This is an optimization exercise on Yosys and OpenROAD, whose aim is small area, a short achievable clock period and few clock cycles per item, not a production implementation.
The RTL was checked by simulation tests, not by an equivalence proof against the original design.

==> flow/design.v <==
`timescale 1ns / 1ps
`default_nettype none
package gtod_pkg;
  typedef enum logic [1:0] {
    OP_TICK = 2'd0,
    OP_PPS  = 2'd1,
    OP_BYTE = 2'd2
  } op_t;
  typedef struct packed {
    logic [4:0] hours;
    logic [5:0] minutes;
    logic [5:0] seconds;
  } hms_t;
  typedef struct packed {
    logic valid;
    hms_t tod;
  } load_t;
  localparam logic [9:0] MS_TOP      = 10'd999;
  localparam logic [5:0] MIN_SEC_TOP = 6'd59;
  localparam logic [4:0] HOUR_TOP    = 5'd23;
  localparam logic [31:0] MS_PER_PPS = 32'd1000;
  localparam logic [7:0] CHAR_G     = 8'h47;
  localparam logic [7:0] CHAR_A     = 8'h41;
  localparam logic [7:0] CHAR_COMMA = 8'h2C;
  localparam logic REG_UTC_OFFSET      = 1'b0;
  localparam logic REG_REPORT_INTERVAL = 1'b1;
  localparam logic [4:0] UTC_OFFSET_RESET      = 5'd1;
  localparam logic [7:0] REPORT_INTERVAL_RESET = 8'd5;
endpackage
`default_nettype wire
`timescale 1ns / 1ps
`default_nettype none
module gtod_nmea_parser (
  input  wire logic           clk,
  input  wire logic           rst_n,
  input  wire logic           byte_valid,
  input  wire logic [7:0]     rx_byte,
  input  wire logic [4:0]     utc_offset,
  output gtod_pkg::load_t     load
);
  logic [2:0][7:0] recent_r;
  logic [2:0][7:0] recent_nxt;
  logic [5:0][7:0] digit_r;
  logic [5:0][7:0] digit_nxt;
  logic       capturing_r, capturing_nxt;
  logic [2:0] idx_r, idx_nxt;
  logic       synced_r, synced_nxt;
  logic [5:0] hh_pair;
  logic [4:0] hh_raw;
  logic [6:0] h_sum;
  logic [4:0] hh;
  function automatic logic [5:0] pair_value(input logic [7:0] d0, input logic [7:0] d1,
                                             input logic [5:0] top);
    logic signed [12:0] v;
    logic [5:0] res;
    v = ($signed({5'b0, d0}) - 13'sd48) * 13'sd10 + ($signed({5'b0, d1}) - 13'sd48);
    if (v < 13'sd0) begin
      res = 6'd0;
    end else if (v > $signed({7'b0, top})) begin
      res = top;
    end else begin
      res = v[5:0];
    end
    pair_value = res;
  endfunction
  always_comb begin
    hh_pair = pair_value(digit_r[0], digit_r[1], {1'b0, gtod_pkg::HOUR_TOP});
    hh_raw  = hh_pair[4:0];
    h_sum   = {2'b0, hh_raw} + {{2{utc_offset[4]}}, utc_offset} + 7'd24;
    if (h_sum >= 7'd48) begin
      hh = 5'(h_sum - 7'd48);
    end else if (h_sum >= 7'd24) begin
      hh = 5'(h_sum - 7'd24);
    end else begin
      hh = h_sum[4:0];
    end
  end
  always_comb begin
    recent_nxt    = recent_r;
    digit_nxt     = digit_r;
    capturing_nxt = capturing_r;
    idx_nxt       = idx_r;
    synced_nxt    = synced_r;
    load.valid    = 1'b0;
    load.tod.hours   = hh;
    load.tod.minutes = pair_value(digit_r[2], digit_r[3], gtod_pkg::MIN_SEC_TOP);
    load.tod.seconds = pair_value(digit_r[4], digit_r[5], gtod_pkg::MIN_SEC_TOP);
    if (byte_valid && !synced_r) begin
      if (idx_r > 3'd5) begin
        idx_nxt    = 3'd0;
        synced_nxt = 1'b1;
        load.valid = 1'b1;
      end else if (capturing_r) begin
        if (rx_byte == gtod_pkg::CHAR_COMMA) begin
          capturing_nxt = 1'b0;
        end
        for (int i = 0; i < 6; i++) begin
          if (idx_r == 3'(i)) begin
            digit_nxt[i] = rx_byte;
          end
        end
        idx_nxt = idx_r + 3'd1;
      end else begin
        recent_nxt[0] = recent_r[1];
        recent_nxt[1] = recent_r[2];
        recent_nxt[2] = rx_byte;
        if (recent_r[1] == gtod_pkg::CHAR_G && recent_r[2] == gtod_pkg::CHAR_A &&
            rx_byte == gtod_pkg::CHAR_COMMA) begin
          capturing_nxt = 1'b1;
          idx_nxt       = 3'd0;
          recent_nxt[0] = 8'd0;
          recent_nxt[1] = 8'd0;
          recent_nxt[2] = 8'd0;
        end
      end
    end
  end
  always_ff @(posedge clk) begin
    if (!rst_n) begin
      for (int i = 0; i < 3; i++) begin
        recent_r[i] <= 8'd0;
      end
      for (int i = 0; i < 6; i++) begin
        digit_r[i] <= 8'd0;
      end
      capturing_r <= 1'b0;
      idx_r       <= 3'd0;
      synced_r    <= 1'b0;
    end else begin
      recent_r    <= recent_nxt;
      digit_r     <= digit_nxt;
      capturing_r <= capturing_nxt;
      idx_r       <= idx_nxt;
      synced_r    <= synced_nxt;
    end
  end
endmodule
`default_nettype wire
`timescale 1ns / 1ps
`default_nettype none
module gtod_clock_core (
  input  wire logic             clk,
  input  wire logic             rst_n,
  input  wire logic             evt_valid,
  input  wire gtod_pkg::op_t    evt_op,
  input  wire gtod_pkg::load_t  load,
  input  wire logic [7:0]       report_interval,
  output logic                  slot_free,
  output logic                  res_valid,
  input  wire logic             res_ready,
  output logic [79:0]           res_data
);
  logic            running_r, running_nxt;
  gtod_pkg::hms_t  board_r, board_nxt;
  logic [9:0]      board_ms_r, board_ms_nxt;
  gtod_pkg::hms_t  gps_r, gps_nxt;
  logic [31:0]     board_cnt_r, board_cnt_nxt;
  logic [31:0]     gps_cnt_r, gps_cnt_nxt;
  logic [31:0]     last_diff_r, last_diff_nxt;
  logic [7:0]      phase_r, phase_nxt;
  logic [7:0]      interval;
  logic [8:0]      phase_sum;
  logic [31:0]     diff;
  logic            res_valid_r, res_valid_nxt;
  gtod_pkg::hms_t  res_board_r, res_board_nxt;
  logic [9:0]      res_ms_r, res_ms_nxt;
  gtod_pkg::hms_t  res_gps_r, res_gps_nxt;
  logic [31:0]     res_drift_r, res_drift_nxt;
  function automatic gtod_pkg::hms_t add_second(input gtod_pkg::hms_t t);
    gtod_pkg::hms_t r;
    r = t;
    if (t.seconds >= gtod_pkg::MIN_SEC_TOP) begin
      r.seconds = 6'd0;
      if (t.minutes >= gtod_pkg::MIN_SEC_TOP) begin
        r.minutes = 6'd0;
        if (t.hours >= gtod_pkg::HOUR_TOP) begin
          r.hours = 5'd0;
        end else begin
          r.hours = t.hours + 5'd1;
        end
      end else begin
        r.minutes = t.minutes + 6'd1;
      end
    end else begin
      r.seconds = t.seconds + 6'd1;
    end
    add_second = r;
  endfunction
  assign slot_free = !res_valid_r || res_ready;
  assign res_valid = res_valid_r;
  assign res_data  = {4'b0, res_drift_r, res_gps_r.seconds, res_gps_r.minutes,
                      res_gps_r.hours, res_ms_r, res_board_r.seconds,
                      res_board_r.minutes, res_board_r.hours};
  assign interval  = (report_interval == 8'd0) ? 8'd1 : report_interval;
  assign phase_sum = {1'b0, phase_r} + 9'd1;
  always_comb begin
    running_nxt   = running_r;
    board_nxt     = board_r;
    board_ms_nxt  = board_ms_r;
    gps_nxt       = gps_r;
    board_cnt_nxt = board_cnt_r;
    gps_cnt_nxt   = gps_cnt_r;
    last_diff_nxt = last_diff_r;
    phase_nxt     = phase_r;
    res_valid_nxt = res_ready ? 1'b0 : res_valid_r;
    res_board_nxt = res_board_r;
    res_ms_nxt    = res_ms_r;
    res_gps_nxt   = res_gps_r;
    res_drift_nxt = res_drift_r;
    diff          = 32'd0;
    if (evt_valid) begin
      case (evt_op)
        gtod_pkg::OP_TICK: begin
          if (running_r) begin
            board_cnt_nxt = board_cnt_r + 32'd1;
            if (board_ms_r >= gtod_pkg::MS_TOP) begin
              board_ms_nxt = 10'd0;
              board_nxt    = add_second(board_r);
            end else begin
              board_ms_nxt = board_ms_r + 10'd1;
            end
          end
        end
        gtod_pkg::OP_PPS: begin
          if (!running_r) begin
            running_nxt = 1'b1;
          end else begin
            gps_cnt_nxt = gps_cnt_r + gtod_pkg::MS_PER_PPS;
          end
          gps_nxt = add_second(gps_r);
          diff    = gps_cnt_nxt - board_cnt_r;
          if (phase_r == 8'd0) begin
            res_valid_nxt = 1'b1;
            res_board_nxt = board_r;
            res_ms_nxt    = board_ms_r;
            res_gps_nxt   = gps_nxt;
            res_drift_nxt = diff - last_diff_r;
            last_diff_nxt = diff;
          end
          phase_nxt = (phase_sum >= {1'b0, interval}) ? 8'd0 : phase_sum[7:0];
        end
        gtod_pkg::OP_BYTE: begin
          if (load.valid) begin
            board_nxt = load.tod;
            gps_nxt   = load.tod;
          end
        end
        default: begin
        end
      endcase
    end
  end
  always_ff @(posedge clk) begin
    if (!rst_n) begin
      running_r   <= 1'b0;
      board_r     <= '0;
      board_ms_r  <= 10'd0;
      gps_r       <= '0;
      board_cnt_r <= 32'd0;
      gps_cnt_r   <= 32'd0;
      last_diff_r <= 32'd0;
      phase_r     <= 8'd0;
      res_valid_r <= 1'b0;
    end else begin
      running_r   <= running_nxt;
      board_r     <= board_nxt;
      board_ms_r  <= board_ms_nxt;
      gps_r       <= gps_nxt;
      board_cnt_r <= board_cnt_nxt;
      gps_cnt_r   <= gps_cnt_nxt;
      last_diff_r <= last_diff_nxt;
      phase_r     <= phase_nxt;
      res_valid_r <= res_valid_nxt;
    end
  end
  always_ff @(posedge clk) begin
    res_board_r <= res_board_nxt;
    res_ms_r    <= res_ms_nxt;
    res_gps_r   <= res_gps_nxt;
    res_drift_r <= res_drift_nxt;
  end
endmodule
`default_nettype wire
`timescale 1ns / 1ps
`default_nettype none
module gps_synced_time_of_day_clock_top (
  input  wire logic        clk,
  input  wire logic        rst_n,
  input  wire logic        in_tvalid,
  output logic             in_tready,
  input  wire logic [7:0]  in_tdata,    
  input  wire logic [1:0]  in_tuser,    
  output logic             out_tvalid,
  input  wire logic        out_tready,
  output logic [79:0]      out_tdata,
  input  wire logic        cfg_psel,
  input  wire logic        cfg_penable,
  input  wire logic        cfg_pwrite,
  input  wire logic [2:0]  cfg_paddr,
  input  wire logic [31:0] cfg_pwdata,
  output logic [31:0]      cfg_prdata,
  output logic             cfg_pready
);
  logic            in_valid_r;
  gtod_pkg::op_t   in_op_r;
  logic [7:0]      in_byte_r;
  logic [4:0]      utc_offset_r;
  logic [7:0]      report_interval_r;
  logic            slot_free;
  logic            advance;
  logic            cfg_wr;
  gtod_pkg::load_t load;
  assign cfg_pready = 1'b1;
  assign cfg_wr     = cfg_psel && cfg_penable && cfg_pwrite && cfg_pready;
  assign advance    = in_valid_r && slot_free;
  assign in_tready  = !in_valid_r || slot_free;
  always_comb begin
    case (cfg_paddr[2])
      gtod_pkg::REG_UTC_OFFSET:      cfg_prdata = {27'd0, utc_offset_r};
      gtod_pkg::REG_REPORT_INTERVAL: cfg_prdata = {24'd0, report_interval_r};
      default:                       cfg_prdata = 32'd0;
    endcase
  end
  always_ff @(posedge clk) begin
    if (!rst_n) begin
      utc_offset_r      <= gtod_pkg::UTC_OFFSET_RESET;
      report_interval_r <= gtod_pkg::REPORT_INTERVAL_RESET;
    end else if (cfg_wr) begin
      if (cfg_paddr[2] == gtod_pkg::REG_UTC_OFFSET) begin
        utc_offset_r <= cfg_pwdata[4:0];
      end else begin
        report_interval_r <= cfg_pwdata[7:0];
      end
    end
  end
  always_ff @(posedge clk) begin
    if (!rst_n) begin
      in_valid_r <= 1'b0;
    end else if (in_tvalid && in_tready) begin
      in_valid_r <= 1'b1;
    end else if (advance) begin
      in_valid_r <= 1'b0;
    end
  end
  always_ff @(posedge clk) begin
    if (in_tvalid && in_tready) begin
      in_op_r   <= gtod_pkg::op_t'(in_tuser);
      in_byte_r <= in_tdata;
    end
  end
  gtod_nmea_parser u_parser (
    .clk        (clk),
    .rst_n      (rst_n),
    .byte_valid (advance && in_op_r == gtod_pkg::OP_BYTE),
    .rx_byte    (in_byte_r),
    .utc_offset (utc_offset_r),
    .load       (load)
  );
  gtod_clock_core u_core (
    .clk             (clk),
    .rst_n           (rst_n),
    .evt_valid       (advance),
    .evt_op          (in_op_r),
    .load            (load),
    .report_interval (report_interval_r),
    .slot_free       (slot_free),
    .res_valid       (out_tvalid),
    .res_ready       (out_tready),
    .res_data        (out_tdata)
  );
endmodule
`default_nettype wire
==> flow/run.sh <==
#!/bin/bash
# synth_recipe.tcl (not shown) runs the flow's synth.tcl, then flattens the netlist and writes it again
# the make line also repeats each setting of config.mk as NAME=value (left out here)
make -C /OpenROAD-flow-scripts/flow DESIGN_CONFIG=/design/flow/config.mk WORK_HOME=/design/flow/orfs CLKGATE_MAP_FILE= SYNTH_SCRIPT=/design/flow/synth_recipe.tcl finish
==> flow/config.mk <==
export PLATFORM = sky130hd
export DESIGN_NAME = gps_synced_time_of_day_clock_top
export DESIGN_NICKNAME = gps_synced_time_of_day_clock_top
export VERILOG_FILES = /design/flow/design.v
export SDC_FILE = /design/flow/constraint.sdc
export NUM_CORES = 4
export LEC_CHECK = 0
export CAP_MARGIN = 20
export CORE_MARGIN = 2
export CORE_UTILIZATION = 40
export SLEW_MARGIN = 20
==> flow/constraint.sdc <==
create_clock -name core_clock -period 7.0 [get_ports {clk}]
set_input_delay 1.4000 -clock core_clock [delete_from_list [all_inputs] [get_ports {clk}]]
set_output_delay 1.4000 -clock core_clock [all_outputs]
set_load 0.01 [all_outputs]
==> impl_metrics.json <==
{
  "status": "finished clean",
  "synth_area_um2": 20500,
  "seq_area_frac_synth_pct": 35.1,
  "viasPerCell": 5.16,
  "cts_tree": "yes",
  "timing.rr.end": "u_core.board_r[16]",
  "numPortBuffers": 111,
  "cts.sinks": 316,
  "cp_num_buf_inv": 0,
  "setup_violations": 0,
  "synthArstFlopShare_pct": 0,
  "htree_levels": 2,
  "whs_ns": 0.451,
  "fin_tns_setup_ns": 0,
  "totalWireLength_um": 44800,
  "place.gp.congestion": 0.858,
  "mostFrequentLayoutCells": "dfxtp_1, nand2_1, ha_1",
  "maxSlewHeadroom_pct": 34.7,
  "routedWlPerCell_um": 14.5,
  "cp_top_family": "compound AO/OA/AOI/OAI gates",
  "worst_skew_pair.late_latency_ns": 0.55,
  "synthesis.instances": 2309,
  "cp-startpoint": "u_parser.digit_r[4]",
  "post-cts-setup-buffer-count": 0,
  "synth_ff_type": "dfxtp_1",
  "min-delay-start": "u_core.last_diff_r[17]",
  "grt_usage_pct": 16.6,
  "clk_pin_slew_worst_paths_ns": 0.06,
  "diodes": 0,
  "start_util_pct": 40.7,
  "drtIter0Drc": 868,
  "hold_path_class": "flop to flop",
  "row_count": 82,
  "cp_num_cells": 28,
  "crit_fanout": 7,
  "cp_slowest_stage_delay_ns": 0.50,
  "grt_pass1_wl_um": 73900,
  "cp.required_ns": 7.49,
  "synth.distinct_cells": 93,
  "fin_cells": 3089,
  "avgSynthCellArea_um2": 8.88,
  "cts_root_buf": "clkbuf_16",
  "power_density_nw_per_um2": 197,
  "min_path_cells": 2,
  "die_h_um": 230,
  "dpl_worst_slack_ns": 0.492,
  "ctsResizeCount": 0,
  "slowest_stage": "a311oi_1",
  "clk_path_buf_depth": 3,
  "rsz0062_at_grt": "no",
  "die-area_um2": 53100,
  "crit_path_frequent_cell": "ha_1",
  "cts_buffers": 38,
  "fin_crit_ns": 6.51,
  "worst_pin_slew_ns": 0.979,
  "synth_edf_count": 86,
  "finalHoldViolCount": 0,
  "p_leak_nw": 9.00,
  "fin_nets": 2628,
  "final_common_cell": "dfxtp_1",
  "area_growth_pct": 13.9,
  "cp_data_arrival_time_ns": 7.00,
  "postCtsHoldBufs": 0,
  "timing.rr.start": "u_parser.digit_r[4]",
  "place_hpwl_um": 33000,
  "finalWorstSetupSlack_ns": 0.487,
  "peakVddDrop_mv": 0.200,
  "yosys_warnings": 3,
  "placed_cells": 3020,
  "min_period_over_period_pct": 93.0,
  "end_kind": "flop",
  "io_pins": 167,
  "cap_violations": 0,
  "drtAntennaViolNets": 0,
  "fmax_ghz": 0.154,
  "min_to": "u_core.last_diff_r[17]",
  "report.final.slew_viol_count": 0,
  "ff2ff_path_depth": 28,
  "skew_ns": 0.0125,
  "power.total_mw": 4.59,
  "ys_seq_elements": 316,
  "drc": 0,
  "r2r_slack_ns": 0.49,
  "grt_max_degree": 96,
  "die_w_um": 230,
  "antenna_found_initial": 0,
  "drt_pre_antenna_iters": 6,
  "criticalPathCategory": "flop to flop",
  "critPathLaunchType": "flop",
  "grt_pass1_vias": 15200,
  "num_vias": 15900,
  "layout-drive-gt1-share_pct": 4.43,
  "overflow": 0,
  "design.core.area_um2": 50400
}
-- worst register-to-register path: cells and delay by family (launching register included) --
family                   cells  cell delay [ns]
AND/OR/NAND/NOR              6             1.15
flip-flops                   1             0.33
AO/OA/AOI/OAI               13             2.45
adder cells (fa/ha/maj)      7             2.15
XOR/XNOR                     2             0.36
-- worst max path at each step --
stage                         end  slack, ns
4_1_cts        u_core.board_r[16]       0.47
3_5_place_dp   u_core.board_r[16]       0.49
3_3_place_gp   u_core.board_r[16]       0.70
2_1_floorplan  u_core.board_r[16]       1.22
5_1_grt        u_core.board_r[16]      0.009
6_report       u_core.board_r[16]       0.49
-- cell usage after synthesis (7+ instances only) --
library cell / number / area share (%)
ha_1: 180 / 11
a22oi_1: 7 / 0.26
o21ai_1: 23 / 0.56
fa_1: 8 / 0.78
nand3_1: 52 / 1.3
a21o_1: 37 / 1.4
buf_4: 29 / 1.1
a21boi_1: 45 / 1.6
o211ai_1: 12 / 0.44
buf_2: 8 / 0.20
nor2b_1: 85 / 2.6
and2_1: 68 / 2.1
edfxtp_1: 86 / 13
nand2b_1: 19 / 0.58
nor2_1: 144 / 2.6
nand4_1: 29 / 0.89
xor2_1: 64 / 2.7
and3_1: 26 / 0.79
nand2_1: 228 / 4.2
xnor2_1: 144 / 6.2
nor4_1: 8 / 0.24
o21ai_0: 93 / 2.3
o21a_1: 26 / 0.95
clkbuf_1: 68 / 1.2
a21boi_0: 20 / 0.73
inv_1: 134 / 2.5
a21oi_1: 117 / 2.9
mux2i_1: 59 / 2.9
o21bai_1: 17 / 0.62
a31oi_1: 16 / 0.49
a211oi_1: 30 / 1.1
dfxtp_1: 230 / 22
or3_1: 17 / 0.52
nor3_1: 40 / 0.98
-- flip-flops by register name, indices dropped and copies added (netlist names), 10 cells and up --
name                count
u_core.board_cnt_r     32
u_core.board_ms_r      10
u_core.board_r         17
u_core.gps_cnt_r       29
u_core.gps_r           17
u_core.last_diff_r     32
u_core.res_board_r     17
u_core.res_drift_r     32
u_core.res_gps_r       17
u_core.res_ms_r        10
u_parser.digit_r       48
u_parser.recent_r      16
-- routing by layer --
metal	wire length, µm	vias up	GRT usage, %	part of all wire (%)
li1	-	8216	-	-
met5	0	-	0	0
met1	20700	7375	20.7	46
met4	1260	0	6.19	2.8
met2	21400	261	29.1	48
met3	1470	79	2.19	3.3
-- through the flow --
step           util (%)  cell area (µm²)
3_5_place_dp       43.9            22100
4_1_cts            46.3            23300
5_1_grt            46.3            23300
3_3_place_gp       43.9            22100
6_report           46.3            23300
2_1_floorplan         -            20600
-- report_power, final --
| group | internal (mW) | switching [mW] |
|---|---|---|
| Sequential | 1.93 | 0.0256 |
| Combinational | 0.290 | 0.351 |
| Clock | 1.19 | 0.791 |
| Total | 3.42 | 1.17 |
-- cells by family after synthesis --
family                   count (synthesis)  synth area share, %
AO/OA/AOI/OAI                          514                 16.6
adder cells (fa/ha/maj)                188                 11.8
buffers and inverters                  245                 5.07
XOR/XNOR                               211                 9.16
AND/OR/NAND/NOR                        768                 19.1
flip-flops                             316                 35.1
multiplexers                            65                 3.21
other                                    2               0.0366
-- final cells by class --
class | count | area (µm²)
Sequential cell | 316 | 7190
Timing Repair Buffer | 120 | 1180
Clock inverter | 20 | 211
Clock buffer | 49 | 1030
Tap cell | 672 | 841
Fill cell | 4708 | 27000
Inverter | 137 | 517
Multi-Input combinational cell | 1775 | 12400
Testbench counts, summed over its fixed seeds: cycles 78,362, items 78,338.

## afterwards: timing with drivers on the ports
The results above use ideal ports. As a check the final layout listed here was re-extracted and re-timed, cells and wires unchanged. Step 1 sets driving cells, clkbuf_16 on the clock port and buf_2 on the other inputs (assumed; they add their load-dependent delay and slew). Step 2 also shifts input and output timing later by t, the mid clock arrival at the registers, as if the neighbouring blocks saw the same clock. a / b / c = ideal ports / drivers / drivers and shift; a / b = the first two.
t, ns: 0.599
setup WS [ns]: 0.487 / 0.487 / 0.487
worst setup path after step 2: register to register
slew at the worst register clock pin (ns): 0.06 / 0.06
pins driven straight from the clock port: 1
After both steps setup and hold are still met in this run. For this run, drivers alone change the setup slack by 0.000 ns; drivers and shift together by 0.000 ns.
